This is an optimization exercise on Yosys and OpenROAD, whose aim is small area, a short achievable clock period and few clock cycles per item, not a production implementation.
No activity file was given, so power comes from the tool's default toggle rates.

## run E
Design fxp_alu_pipe, start of the top module:
module fxp_alu_pipe #(
  parameter int INST_W    = 4,
  parameter int INT_W     = 6,
  parameter int FRAC_W    = 10,
  parameter int DATA_W    = INT_W + FRAC_W,
  parameter int ACC_DEPTH = 16,
  parameter int ACC_GUARD = 5
) (
  input  logic              i_clk,
  input  logic              i_rst_n,
  input  logic              i_in_valid,
  output logic              o_in_ready,
  input  logic [INST_W-1:0] i_inst,
  input  logic [DATA_W-1:0] i_data_a,
  input  logic [DATA_W-1:0] i_data_b,
  output logic              o_out_valid,
  input  logic              i_out_ready,
  output logic [DATA_W-1:0] o_data,
  output logic              o_sat
);
Size in the first run: ~2400 cells after synthesis, roughly 59 I/O pins, ~29000 sq um of cells after synthesis.
export LEC_CHECK = 0
export CAP_MARGIN = 20
export CORE_MARGIN = 2
export CORE_UTILIZATION = 40
export SLEW_MARGIN = 20
create_clock -name core_clock -period 11.0 [get_ports {i_clk}]
standard.sh (not shown) runs the stock make flow with config.mk's settings and CLKGATE_MAP_FILE= SYNTH_SCRIPT=/design/flow/synth_recipe.tcl, a recipe that flattens the netlist after the stock synthesis.
==> flow/flow/run.sh <==
#!/bin/bash
# Standard ORFS layout (the standard.sh, unchanged synthesis), with the
# timing repair asked to leave setup slack for a shorter period than the
# 11 ns clock the constraints keep.
set -euo pipefail
MARGIN=$(cat flow/margin.txt)
bash standard.sh SETUP_SLACK_MARGIN=$MARGIN finish > flow_make.log 2>&1
==> flow/flow/margin.txt <==
7.7
Run E was carried through to the last stage, and its layout satisfied the timing, DRC and antenna checks.
Changes in run D relative to run E:
-- flow/design.v --
<<< run E, line 44
module fxp_acc_bank #(
  parameter int DEPTH = 16,
  parameter int W     = 21
) (
  input  logic             i_clk,
  input  logic             i_rst_n,
  input  logic [DEPTH-1:0] i_rd_sel,
  output logic [W-1:0]     o_rd_data,
  input  logic             i_we,
  input  logic             i_clr,
  input  logic [DEPTH-1:0] i_wr_sel,
  input  logic [W-1:0]     i_wr_data
);
  logic [DEPTH-1:0][W-1:0] mem_q;
>>> run D, line 44
module fxp_acc_bank #(
  parameter int DEPTH = 16,
  parameter int W     = 21,
  parameter int IW    = $clog2(DEPTH)
) (
  input  logic          i_clk,
  input  logic          i_rst_n,
  input  logic [IW-1:0] i_rd_idx,
  output logic [W-1:0]  o_rd_data,
  input  logic          i_we,
  input  logic          i_clr,
  input  logic [IW-1:0] i_wr_idx,
  input  logic [W-1:0]  i_wr_data
);
  logic [DEPTH-1:0][W-1:0] mem_q;
<<< run E, line 59
  always_ff @(posedge i_clk) begin
    for (int i = 0; i < DEPTH; i++)
      if (i_we && i_wr_sel[i]) mem_q[i] <= i_wr_data;
  end
  always_ff @(posedge i_clk or negedge i_rst_n) begin
>>> run D, line 60
  always_ff @(posedge i_clk) begin
    for (int i = 0; i < DEPTH; i++)
      if (i_we && i_wr_idx == IW'(i)) mem_q[i] <= i_wr_data;
  end
  always_ff @(posedge i_clk or negedge i_rst_n) begin
<<< run E, line 66
    end else begin
      for (int i = 0; i < DEPTH; i++)
        if ((i_we || i_clr) && i_wr_sel[i]) vld_q[i] <= i_we;
    end
  end
  always_comb begin
    o_rd_data = '0;
    for (int i = 0; i < DEPTH; i++)
      o_rd_data = o_rd_data | ({W{i_rd_sel[i] & vld_q[i]}} & mem_q[i]);
  end
endmodule
module fxp_alu_pipe #(
>>> run D, line 67
    end else begin
      for (int i = 0; i < DEPTH; i++)
        if ((i_we || i_clr) && i_wr_idx == IW'(i)) vld_q[i] <= i_we;
    end
  end
  assign o_rd_data = vld_q[i_rd_idx] ? mem_q[i_rd_idx] : '0;
endmodule
module fxp_alu_pipe #(
<<< run E, line 243
    .i_clk     (i_clk),
    .i_rst_n   (i_rst_n),
    .i_rd_sel  (ACC_DEPTH'(1) << idx0),
    .o_rd_data (bank_rd),
    .i_we      (r1_v & r1_wr),
    .i_clr     (r1_v & r1_clr),
    .i_wr_sel  (ACC_DEPTH'(1) << r1_idx),
    .i_wr_data (sum[ACC_W-1:0])
  );
>>> run D, line 240
    .i_clk     (i_clk),
    .i_rst_n   (i_rst_n),
    .i_rd_idx  (idx0),
    .o_rd_data (bank_rd),
    .i_we      (r1_v & r1_wr),
    .i_clr     (r1_v & r1_clr),
    .i_wr_idx  (r1_idx),
    .i_wr_data (sum[ACC_W-1:0])
  );
## What came out
- Taking run E as the reference, in run D core utilization of the finished layout went up; synthesized area increased by about 1.4% relative to the old numbers; post-layout worst setup margin has decreased; pin count of the biggest net entering global routing now sits higher.
- Against run E, run D comes in 0.17 points lower on adder and majority gate portion of the synthesized area.
- Number of global-route vias before repair came out lower on run D than on run E.
- Lower fraction of final layout cells with drive strength greater than 1 was reported by run E, not run D.
- The design area in run D sits about 2.3% above the value recorded for run E.
- Delta(count of clock-net buffers in the final layout, run D - run E) > 0
- Going from run E to run D, cell-internal power shrank slightly.
- Changes observed in run D relative to run E: switching share of power shrank by 0.77 points, mean post-synth cell area higher, insertion delay of the later-clocked pin in the worst-skew pair held.
No run of this note included a check of the RTL's function; only the layout flow was run.

-- what the ideal ports hide --
The results above use ideal ports. As a check the final layouts listed here were re-extracted and re-timed, cells and wires unchanged.
Step 1 sets driving cells, clkbuf_16 on the clock port and buf_2 on the other inputs (assumed; they add their load-dependent delay and slew).
Step 2 moves the port delays by t, midway between the first and last clock arrival at a register: inputs arrive t later, outputs are due t later. That takes back most of the time a late clock gives input paths.
Slacks: ideal / step 1 / step 2; pairs: ideal / step 1.
run | t, ns | slack for setup (ns) | worst slew at a driven data input, ns
run E | 0.696 | 7.490 / 7.420 / 7.124 | 0.05
run D | 0.680 | 7.362 / 7.362 / 7.071 | 0.05
After both steps setup and hold are still met in every run listed. For run E, which loses most, drivers alone change the setup slack by -0.070 ns; drivers and shift together by -0.366 ns.
